Source: an optimization exercise on an open RTL-to-GDS flow (aim: small area, a short achievable clock period and few clock cycles). Production flows keep margins and buffers that such runs may drop.
In this exercise RTL edits were held to simulation tests only and were not proved equivalent to the original.
Power and IR drop assume default switching activity.

== tundra ==
==> flow/design.v (excerpt) <==
module conv2d_stream #(
  parameter int IMAGE_WIDTH  = 64,
  parameter int IMAGE_HEIGHT = 64,
  parameter int FILTER_SIZE  = 3,
  parameter int STRIDE       = 1,
  parameter int DATA_W       = 8,
  parameter int COEF_W       = 8,
  parameter int ACC_W        = 20
) (
  input  logic                                          clk,
  input  logic                                          rst,
  input  logic                                          start,
  input  logic [FILTER_SIZE*FILTER_SIZE*COEF_W-1:0]     filter,
  input  logic [DATA_W-1:0]                             pix_in,
  input  logic                                          pix_valid,
  output logic                                          pix_ready,
  output logic [ACC_W-1:0]                              res_out,
  output logic                                          res_valid,
  input  logic                                          res_ready,
  output logic                                          busy,
  output logic                                          done,
  output logic [$clog2(IMAGE_HEIGHT)-1:0]               row_count,
  output logic [$clog2(IMAGE_WIDTH)-1:0]                col_count
);
Size: ~3,400 cells after synthesis, about 1,400 flip-flops, ~120 I/O pins, about 47,000 sq um of cells after synthesis.
export LEC_CHECK = 0
export CAP_MARGIN = 20
export CORE_MARGIN = 2
export CORE_UTILIZATION = 40
export CTS_CLUSTER_DIAMETER = 80
export CTS_CLUSTER_SIZE = 30
export PLACE_DENSITY = 0.6
export SLEW_MARGIN = 20
export SYNTH_HIERARCHICAL = 1
create_clock -name core_clock -period 12.0 [get_ports {clk}]
standard.sh (not shown) runs the stock make flow with config.mk's settings and CLKGATE_MAP_FILE= SYNTH_SCRIPT=/design/flow/synth_recipe.tcl, a recipe that flattens the netlist after the stock synthesis.
==> flow/flow/run.sh <==
#!/bin/bash
# The standard layout (standard.sh: the standard flow's synthesis and ORFS flow), with
# faster port buffers and timing repair aimed below the 12 ns clock.
set -euo pipefail
bash standard.sh \
  BUFFER_PORTS_ARGS="-buffer_cell sky130_fd_sc_hd__buf_2" \
  SETUP_SLACK_MARGIN=8.4 \
  TNS_END_PERCENT=0 \
  finish > flow_make.log 2>&1
tundra finished all stages; the layout is clean.
Testbench counts of tundra, summed over its fixed seeds: cycles 98,448.
Inputs modified between tundra and amber:
- changing CORE_UTILIZATION from 40 to 70
- changing PLACE_DENSITY from 0.6 to 0.8
==> run summary <==
- Lower number of buffers created by CTS was reported by amber, not tundra.
- When amber is set beside tundra, its floorplan row count turns out to be 31 smaller.
- Going from tundra to amber, count of clock-net buffers in the final layout moved down; via count normalized by instance count saw an increase; layout inverter count without the clock tree held.

## rev 12
Another version of the RTL of conv2d_stream (not shown whole).
Size: about 3400 cells after synthesis, ~1400 flip-flops, roughly 120 I/O pins, roughly 48000 µm² of cells after synthesis.
==> flow/design.v (excerpt) <==
module conv2d_stream #(
  parameter int IMAGE_WIDTH  = 64,
  parameter int IMAGE_HEIGHT = 64,
  parameter int FILTER_SIZE  = 3,
  parameter int STRIDE       = 1,
  parameter int DATA_W       = 8,
  parameter int COEF_W       = 8,
  parameter int ACC_W        = 20
) (
  input  logic                                          clk,
  input  logic                                          rst,
  input  logic                                          start,
  input  logic [FILTER_SIZE*FILTER_SIZE*COEF_W-1:0]     filter,
  input  logic [DATA_W-1:0]                             pix_in,
  input  logic                                          pix_valid,
  output logic                                          pix_ready,
  output logic [ACC_W-1:0]                              res_out,
  output logic                                          res_valid,
  input  logic                                          res_ready,
  output logic                                          busy,
  output logic                                          done,
  output logic [$clog2(IMAGE_HEIGHT)-1:0]               row_count,
  output logic [$clog2(IMAGE_WIDTH)-1:0]                col_count
);
Settings: LEC_CHECK=0, CAP_MARGIN=20, CORE_MARGIN=2, CORE_UTILIZATION=40, PLACE_DENSITY=0.6, SLEW_MARGIN=20, SYNTH_HIERARCHICAL=1; clock period 12.0 ns.
Scripts as last shown in full above: flow/flow/run.sh
Testbench counts of rev 12, summed over its fixed seeds: cycles 98,448.
For rev 13, these inputs were changed with respect to rev 12:
Settings: setting CTS_CLUSTER_SIZE to 30 for the first time; setting CTS_CLUSTER_DIAMETER to 80 for the first time.
Notes after the runs:
- Having completed the whole flow, rev 13 delivered a layout that passed the timing, DRC and antenna checks.
- The post-route total power of rev 13 was superior to that of rev 12.
- Area occupied by multi-input gates essentially unchanged between rev 12 and rev 13.
- Measured against each other, rev 13 and rev 12 differ in proportion of cell area occupied by multi-input gates, the lower figure coming from rev 12.
- From rev 12 to rev 13 the numbers moved as follows: via count fell 612; worst-case headroom to the max-slew limit increased by 0.88 points relative to the old numbers; count of instances resized after the clock tree is built held steady; final wirelength dropped 2.3%; post-route clock period utilization rose by 0.19 points.
- On setup slack, rev 13 does worse than rev 12.
- Reported for rev 13 and rev 12, remaining routing DRC violations turned out identical to the last digit.
- Looking at met3 capacity usage during global routing across rev 13 and rev 12, the one that comes out higher is rev 12.

## run a
conv2d_stream with an RTL version that a note above also has.
Size: ~3,400 cells after synthesis, ~120 I/O pins.
==> flow/config.mk <==
export PLATFORM = sky130hd
export DESIGN_NAME = conv2d_stream
export DESIGN_NICKNAME = conv2d_stream
export VERILOG_FILES = /design/flow/design.v
export SDC_FILE = /design/flow/constraint.sdc
export NUM_CORES = 4
export LEC_CHECK = 0
export CAP_MARGIN = 20
export CORE_MARGIN = 2
export CORE_UTILIZATION = 40
export CTS_CLUSTER_DIAMETER = 80
export CTS_CLUSTER_SIZE = 30
export PLACE_DENSITY = 0.6
export SLEW_MARGIN = 20
export SYNTH_HIERARCHICAL = 1
==> flow/constraint.sdc <==
create_clock -name core_clock -period 12.0 [get_ports {clk}]
set_input_delay 2.4000 -clock core_clock [delete_from_list [all_inputs] [get_ports {clk}]]
set_output_delay 2.4000 -clock core_clock [all_outputs]
set_load 0.01 [all_outputs]
==> flow/flow/run.sh <==
#!/bin/bash
# The standard layout (standard.sh: the standard flow's synthesis and ORFS flow), with
# faster port buffers and timing repair aimed below the 12 ns clock.
set -euo pipefail
bash standard.sh \
  BUFFER_PORTS_ARGS="-buffer_cell sky130_fd_sc_hd__buf_2" \
  SETUP_SLACK_MARGIN=8.4 \
  TNS_END_PERCENT=100 \
  finish > flow_make.log 2>&1
Testbench counts of run a, summed over its fixed seeds: cycles 98,448.
Setup changes, run a to run b
# run a
export LEC_CHECK = 0
export CAP_MARGIN = 20
export CORE_MARGIN = 2
export CORE_UTILIZATION = 40
export CTS_CLUSTER_DIAMETER = 80
export CTS_CLUSTER_SIZE = 30
export PLACE_DENSITY = 0.6
export SLEW_MARGIN = 20
export SYNTH_HIERARCHICAL = 1
create_clock -name core_clock -period 12.0 [get_ports {clk}]
# run b
export LEC_CHECK = 0
export CAP_MARGIN = 20
export CORE_MARGIN = 2
export CORE_UTILIZATION = 55
export CTS_CLUSTER_DIAMETER = 80
export CTS_CLUSTER_SIZE = 30
export PLACE_DENSITY = 0.7
export SLEW_MARGIN = 20
export SYNTH_HIERARCHICAL = 1
create_clock -name core_clock -period 12.0 [get_ports {clk}]
--- a/flow/flow/run.sh
+++ b/flow/flow/run.sh
@@ -6,4 +6,4 @@
   BUFFER_PORTS_ARGS="-buffer_cell sky130_fd_sc_hd__buf_2" \
   SETUP_SLACK_MARGIN=8.4 \
-  TNS_END_PERCENT=100 \
+  TNS_END_PERCENT=0 \
   finish > flow_make.log 2>&1
--- outcome ---
- On total power, run a tracks run b almost exactly.
- Between run b and run a, it is run b whose die area is lower, by 27%.
- Compared with run a, in run b first-pass GRT wire length down 6100 um, number of ports placed on the die boundary flat, area growth from synthesis to layout down 3.3 points, cell area reported after detailed placement down 630 um^2.
- In the metrics for run a and run b, the one carrying the lower met3 capacity usage during global routing is run a.
- Looking at design area, run b sits about 3% lower than run a does.
- Compared to run a, the routing of run b uses less wire.

## separate check: timing with driven ports
Ports are ideal in the flow. The routed layouts listed here were re-timed in OpenROAD.
Step 1 (the two cells are an assumption about what drives the block):
set clk [get_ports {clk}]
set_driving_cell -lib_cell sky130_fd_sc_hd__clkbuf_16 $clk
set_driving_cell -lib_cell sky130_fd_sc_hd__buf_2 [delete_from_list [all_inputs] $clk]
Step 2 moves the port delays by t, midway between the first and last clock arrival at a register: inputs arrive t later, outputs are due t later. That takes back most of the time a late clock gives input paths.
Three values: ideal, step 1, step 2; two values: the first two.
run | t (ns) | setup WS [ns] | hold slack, ns | slew at the worst register clock pin (ns)
tundra | 0.748 | 8.282 / 8.211 / 7.859 | 0.316 / 0.316 / 0.316 | 0.11 / 0.11
amber | 0.722 | 8.334 / 8.264 / 7.896 | 0.320 / 0.320 / 0.320 | 0.11 / 0.11
rev 12 | 0.809 | 8.151 / 8.151 / 7.811 | 0.305 / 0.305 / 0.305 | 0.07 / 0.07
rev 13 | 0.753 | 8.129 / 8.129 / 7.833 | 0.313 / 0.313 / 0.313 | 0.12 / 0.12
run a | 0.745 | 8.351 / 8.282 / 7.819 | 0.306 / 0.306 / 0.306 | 0.11 / 0.11
run b | 0.733 | 8.340 / 8.271 / 7.850 | 0.320 / 0.320 / 0.320 | 0.12 / 0.12
After both steps every run listed still meets setup and hold. The setup slack of run a, which loses most, moves by -0.069 ns with the drivers and by -0.532 ns with both steps.
